Context: an optimization exercise on an open-source flow, tuned for small area and a short achievable clock period. The choices shown serve that exercise and are no tape-out recipe. Function was checked by simulation only, so behaviour that the tests miss may differ from the original. Power figures rest on the tool's default switching activity, not on a simulated workload.

==> module rr_arbiter, before the edit <==
module rr_arbiter (
    input  logic                                                   ADC_ENC,
    input  logic                                                   i_rst_n,
    input  logic [sampler_pkg::N_CH-1:0]                           i_req,
    input  logic [sampler_pkg::N_CH-1:0][sampler_pkg::ENTRY_W-1:0] i_data,
    output logic [sampler_pkg::N_CH-1:0]                           o_read,
    output logic                                                   o_out_valid,
    output sampler_pkg::out_word_t                                 o_out_data,
    input  logic                                                   i_out_ready
);
    logic [sampler_pkg::CH_ID_W-1:0] last_q;
    logic [sampler_pkg::N_CH-1:0]    gnt_oh;
    logic [sampler_pkg::CH_ID_W-1:0] gnt;
    logic [sampler_pkg::ENTRY_W-1:0] sel_data;
    logic [sampler_pkg::ENTRY_W-1:0] data_q;
    logic [sampler_pkg::ENTRY_W-1:0] data_h;
    logic [sampler_pkg::ENTRY_W-1:0] next_data;
    logic                            found;
    logic                            can_load;
    assign found    = |i_req;
    assign can_load = ~o_out_valid | i_out_ready;    
    always_comb
    begin
        gnt_oh = '0;
        for (int c = 0; c < sampler_pkg::N_CH; c++)
        begin
            logic blocked;
            blocked = 1'b0;
            for (int d = 1; d < sampler_pkg::N_CH; d++)
                if (last_q == sampler_pkg::CH_ID_W'((c - d + sampler_pkg::N_CH) % sampler_pkg::N_CH))
                    for (int e = 1; e < d; e++)
                        blocked = blocked | i_req[(c - e + sampler_pkg::N_CH) % sampler_pkg::N_CH];
            if (last_q == sampler_pkg::CH_ID_W'(c))
                for (int e = 1; e < sampler_pkg::N_CH; e++)
                    blocked = blocked | i_req[(c - e + sampler_pkg::N_CH) % sampler_pkg::N_CH];
            gnt_oh[c] = i_req[c] & ~blocked;
        end
    end
    always_comb
    begin
        gnt      = '0;
        sel_data = '0;
        for (int c = 0; c < sampler_pkg::N_CH; c++)
        begin
            if (gnt_oh[c])
                gnt = gnt | sampler_pkg::CH_ID_W'(c);
            sel_data = sel_data | (i_data[c] & {sampler_pkg::ENTRY_W{gnt_oh[c]}});
        end
    end
    assign o_read = can_load ? gnt_oh : '0;
    always_ff @(posedge ADC_ENC)
    begin
        if (!i_rst_n)
        begin
            last_q      <= '0;
            o_out_valid <= 1'b0;
        end
        else if (can_load)
        begin
            o_out_valid <= found;
            if (found)
                last_q <= gnt;
        end
    end
    always_ff @(posedge ADC_ENC)
    begin
        if (can_load && found)
            data_h <= sel_data;
    end
    always_comb
    begin
        next_data = data_h & {sampler_pkg::ENTRY_W{~can_load}};
        for (int c = 0; c < sampler_pkg::N_CH; c++)
            next_data = next_data | (i_data[c] & {sampler_pkg::ENTRY_W{o_read[c]}});
    end
    always_ff @(posedge ADC_ENC)
    begin
        data_q <= next_data;
    end
    always_comb
    begin
        o_out_data         = '0;
        o_out_data.first   = data_q[sampler_pkg::SAMPLE_W];
        o_out_data.ch_id   = last_q;
        o_out_data.sample  = data_q[sampler_pkg::SAMPLE_W-1:0];
    end
endmodule
export LEC_CHECK = 0
export ABC_CLOCK_PERIOD_IN_PS = 2400
export CAP_MARGIN = 20
export CORE_MARGIN = 2
export CORE_UTILIZATION = 70
export SETUP_SLACK_MARGIN = 3.7
export SLEW_MARGIN = 20
create_clock -name core_clock -period 6.0 [get_ports {ADC_ENC}]
standard.sh (not shown) runs the stock make flow with config.mk's settings and CLKGATE_MAP_FILE= SYNTH_SCRIPT=/design/flow/synth_recipe.tcl, a recipe that flattens the netlist after the stock synthesis.
==> flow/flow/run.sh <==
#!/bin/bash
# Standard ORFS layout, with plain buffers on the ports, resizing not
# limited to the same cell footprint, and larger clock sink clusters
# without dummy loads.
set -euo pipefail
bash standard.sh MATCH_CELL_FOOTPRINT=0 \
    "BUFFER_PORTS_ARGS=-buffer_cell sky130_fd_sc_hd__buf_2" \
    "CTS_ARGS=-sink_clustering_enable -repair_clock_nets -dont_use_dummy_load -sink_clustering_size 25 -sink_clustering_max_diameter 80" \
    finish > standard_flow.log 2>&1
The first run finished with timing, DRC and antenna clean.
Next try:
--- a/flow/design.v
+++ b/flow/design.v
@@ -233,7 +233,6 @@
     logic [sampler_pkg::ENTRY_W-1:0] sel_data;
     logic [sampler_pkg::ENTRY_W-1:0] data_q;
     logic [sampler_pkg::ENTRY_W-1:0] data_h;
-    logic [sampler_pkg::ENTRY_W-1:0] next_data;
     logic                            found;
     logic                            can_load;
     assign found    = |i_req;
@@ -286,15 +285,9 @@
         if (can_load && found)
             data_h <= sel_data;
     end
-    always_comb
-    begin
-        next_data = data_h & {sampler_pkg::ENTRY_W{~can_load}};
-        for (int c = 0; c < sampler_pkg::N_CH; c++)
-            next_data = next_data | (i_data[c] & {sampler_pkg::ENTRY_W{o_read[c]}});
-    end
     always_ff @(posedge ADC_ENC)
     begin
-        data_q <= next_data;
+        data_q <= can_load ? sel_data : data_h;
     end
     always_comb
     begin
Cell count goes up by 0.71%.
Combinational power is lower by 8.7%.
Power shrinks by 1.1%.
Setup slack gets worse by 9.9 ps.
Sequential power went down by about 1%.
Sequential cell count stays the same.

* * *

Another version of the RTL of ccpd_top (not shown whole).
For scale: ~1100 flip-flops, roughly 160 I/O pins.
==> module adc_channel_rx, before the edit <==
module adc_channel_rx (
    input  logic                             ADC_ENC,
    input  logic                             i_rst_n,
    input  logic                             i_wr_req,
    input  logic [sampler_pkg::ENTRY_W-1:0]  i_word,
    input  logic                             i_ch_en,
    input  logic                             i_read,
    output logic                             o_req,
    output logic [sampler_pkg::ENTRY_W-1:0]  o_data,
    output logic                             o_lost
);
    logic [sampler_pkg::ENTRY_W-1:0]    mem [0:sampler_pkg::FIFO_DEPTH-1];
    sampler_pkg::occ_t                  occ;
    logic                               full;
    logic                               do_wr;
    logic                               ne_next;
    sampler_pkg::occ_t                  occ_more;
    sampler_pkg::occ_t                  occ_less;
    assign occ_more = {occ[sampler_pkg::OCC_W-2:0], ~occ[sampler_pkg::OCC_W-1]};    
    assign occ_less = {~occ[0], occ[sampler_pkg::OCC_W-1:1]};                       
    assign full  = sampler_pkg::occ_is(occ, sampler_pkg::FIFO_DEPTH);
    assign do_wr = i_wr_req & ~full;
    always_comb
    begin
        o_data = '0;
        for (int i = 0; i < sampler_pkg::FIFO_DEPTH; i++)
            o_data = o_data | (mem[i] & {sampler_pkg::ENTRY_W{sampler_pkg::occ_is(occ, i + 1)}});
    end
    assign ne_next = do_wr | ~(sampler_pkg::occ_is(occ, 0) | sampler_pkg::occ_is(occ, 1))
                   | (sampler_pkg::occ_is(occ, 1) & ~i_read);
    always_ff @(posedge ADC_ENC)
    begin
        if (do_wr)
        begin
            mem[0] <= i_word;
            for (int i = 1; i < sampler_pkg::FIFO_DEPTH; i++)
                mem[i] <= mem[i-1];
        end
    end
    always_ff @(posedge ADC_ENC)
    begin
        if (!i_rst_n)
        begin
            occ    <= '0;
            o_req  <= 1'b0;
            o_lost <= 1'b0;
        end
        else
        begin
            if (i_read)
                occ <= do_wr ? occ : occ_less;
            else
                occ <= do_wr ? occ_more : occ;
            o_req <= i_ch_en & ne_next;
            if (i_wr_req && full)
                o_lost <= 1'b1;      
        end
    end
endmodule
==> flow/config.mk <==
export PLATFORM = sky130hd
export DESIGN_NAME = ccpd_top
export DESIGN_NICKNAME = ccpd_top
export VERILOG_FILES = /design/flow/design.v
export SDC_FILE = /design/flow/constraint.sdc
export NUM_CORES = 4
export LEC_CHECK = 0
export CAP_MARGIN = 20
export CORE_MARGIN = 2
export CORE_UTILIZATION = 70
export SETUP_SLACK_MARGIN = 3.7
export SLEW_MARGIN = 20
==> flow/constraint.sdc <==
create_clock -name core_clock -period 6.0 [get_ports {ADC_ENC}]
set_input_delay 1.2000 -clock core_clock [delete_from_list [all_inputs] [get_ports {ADC_ENC}]]
set_output_delay 1.2000 -clock core_clock [all_outputs]
set_load 0.01 [all_outputs]
==> flow/flow/run.sh <==
#!/bin/bash
# Standard ORFS layout, with plain buffers on the ports, resizing not
# limited to the same cell footprint, and larger clock sink clusters
# without dummy loads.
set -euo pipefail
bash standard.sh MATCH_CELL_FOOTPRINT=0 \
    "BUFFER_PORTS_ARGS=-buffer_cell sky130_fd_sc_hd__buf_2" \
    "CTS_ARGS=-sink_clustering_enable -repair_clock_nets -dont_use_dummy_load -sink_clustering_size 20 -sink_clustering_max_diameter 80" \
    finish > standard_flow.log 2>&1
Edit:
--- a/flow/design.v
+++ b/flow/design.v
@@ -169,26 +169,25 @@
     output logic [sampler_pkg::ENTRY_W-1:0]  o_data,
     output logic                             o_lost
 );
     logic [sampler_pkg::ENTRY_W-1:0]    mem [0:sampler_pkg::FIFO_DEPTH-1];
-    sampler_pkg::occ_t                  occ;
+    logic [sampler_pkg::FIFO_DEPTH:0]   occ;         
+    logic [sampler_pkg::FIFO_DEPTH:0]   occ_more;
+    logic [sampler_pkg::FIFO_DEPTH:0]   occ_less;
     logic                               full;
     logic                               do_wr;
     logic                               ne_next;
-    sampler_pkg::occ_t                  occ_more;
-    sampler_pkg::occ_t                  occ_less;
-    assign occ_more = {occ[sampler_pkg::OCC_W-2:0], ~occ[sampler_pkg::OCC_W-1]};    
-    assign occ_less = {~occ[0], occ[sampler_pkg::OCC_W-1:1]};                       
-    assign full  = sampler_pkg::occ_is(occ, sampler_pkg::FIFO_DEPTH);
-    assign do_wr = i_wr_req & ~full;
+    assign full     = occ[sampler_pkg::FIFO_DEPTH];
+    assign do_wr    = i_wr_req & ~full;
+    assign occ_more = {occ[sampler_pkg::FIFO_DEPTH-1:0], 1'b0};     
+    assign occ_less = {1'b0, occ[sampler_pkg::FIFO_DEPTH:1]};       
     always_comb
     begin
         o_data = '0;
         for (int i = 0; i < sampler_pkg::FIFO_DEPTH; i++)
-            o_data = o_data | (mem[i] & {sampler_pkg::ENTRY_W{sampler_pkg::occ_is(occ, i + 1)}});
+            o_data = o_data | (mem[i] & {sampler_pkg::ENTRY_W{occ[i + 1]}});
     end
-    assign ne_next = do_wr | ~(sampler_pkg::occ_is(occ, 0) | sampler_pkg::occ_is(occ, 1))
-                   | (sampler_pkg::occ_is(occ, 1) & ~i_read);
+    assign ne_next = do_wr | ~(occ[0] | (occ[1] & i_read));
     always_ff @(posedge ADC_ENC)
     begin
         if (do_wr)
         begin
@@ -200,9 +199,9 @@
     always_ff @(posedge ADC_ENC)
     begin
         if (!i_rst_n)
         begin
-            occ    <= '0;
+            occ    <= (sampler_pkg::FIFO_DEPTH+1)'(1);
             o_req  <= 1'b0;
             o_lost <= 1'b0;
         end
         else
=> The new run completed with no timing, DRC or antenna violations; wire length went down by about 10%; global-route usage fell by 2.2 points; total power rose by about 1%; design area came out lower by 3.1%; synthesized cell count falls by 7.8%; final cell count came out lower by 9.8%; non-clock buffer count went down by 135; worst setup slack gains 230 ps; count of clock-buffer cells in the layout came out higher by 2.

## port drivers added, routing unchanged
In the flow no input, the clock included, has a driving cell. The finished layouts below were timed again as built, in two steps. Step 1 (the two cells are an assumption about what drives the block):
set clk [get_ports {ADC_ENC}]
set_driving_cell -lib_cell sky130_fd_sc_hd__clkbuf_16 $clk
set_driving_cell -lib_cell sky130_fd_sc_hd__buf_2 [delete_from_list [all_inputs] $clk]
Step 2 moves the port delays by t, midway between the first and last clock arrival at a register: inputs arrive t later, outputs are due t later. That takes back most of the time a late clock gives input paths. Three values: ideal ports, drivers, drivers and shift; two values: the first two.
| run | t (ns) | setup slack, ns | worst hold slack (ns) | worst setup path at the end | clock arrival spread, ns |
|---|---|---|---|---|---|
| the first run of note 1 | 0.676 | 3.649 / 3.587 / 3.151 | 0.441 / 0.441 / 0.441 | input to register | 0.047 / 0.047 |
| the second run of note 1 | 0.686 | 3.639 / 3.571 / 3.175 | 0.432 / 0.432 / 0.432 | input to register | 0.043 / 0.043 |
| the first run of note 2 | 0.726 | 3.412 / 3.412 / 3.069 | 0.427 / 0.427 / 0.427 | input to register | 0.052 / 0.053 |
| the second run of note 2 | 0.710 | 3.641 / 3.573 / 3.133 | 0.440 / 0.440 / 0.440 | input to register | 0.038 / 0.038 |
After both steps setup and hold are still met in every run listed. For the second run of note 2, which loses most, drivers alone change the setup slack by -0.068 ns; drivers and shift together by -0.508 ns.
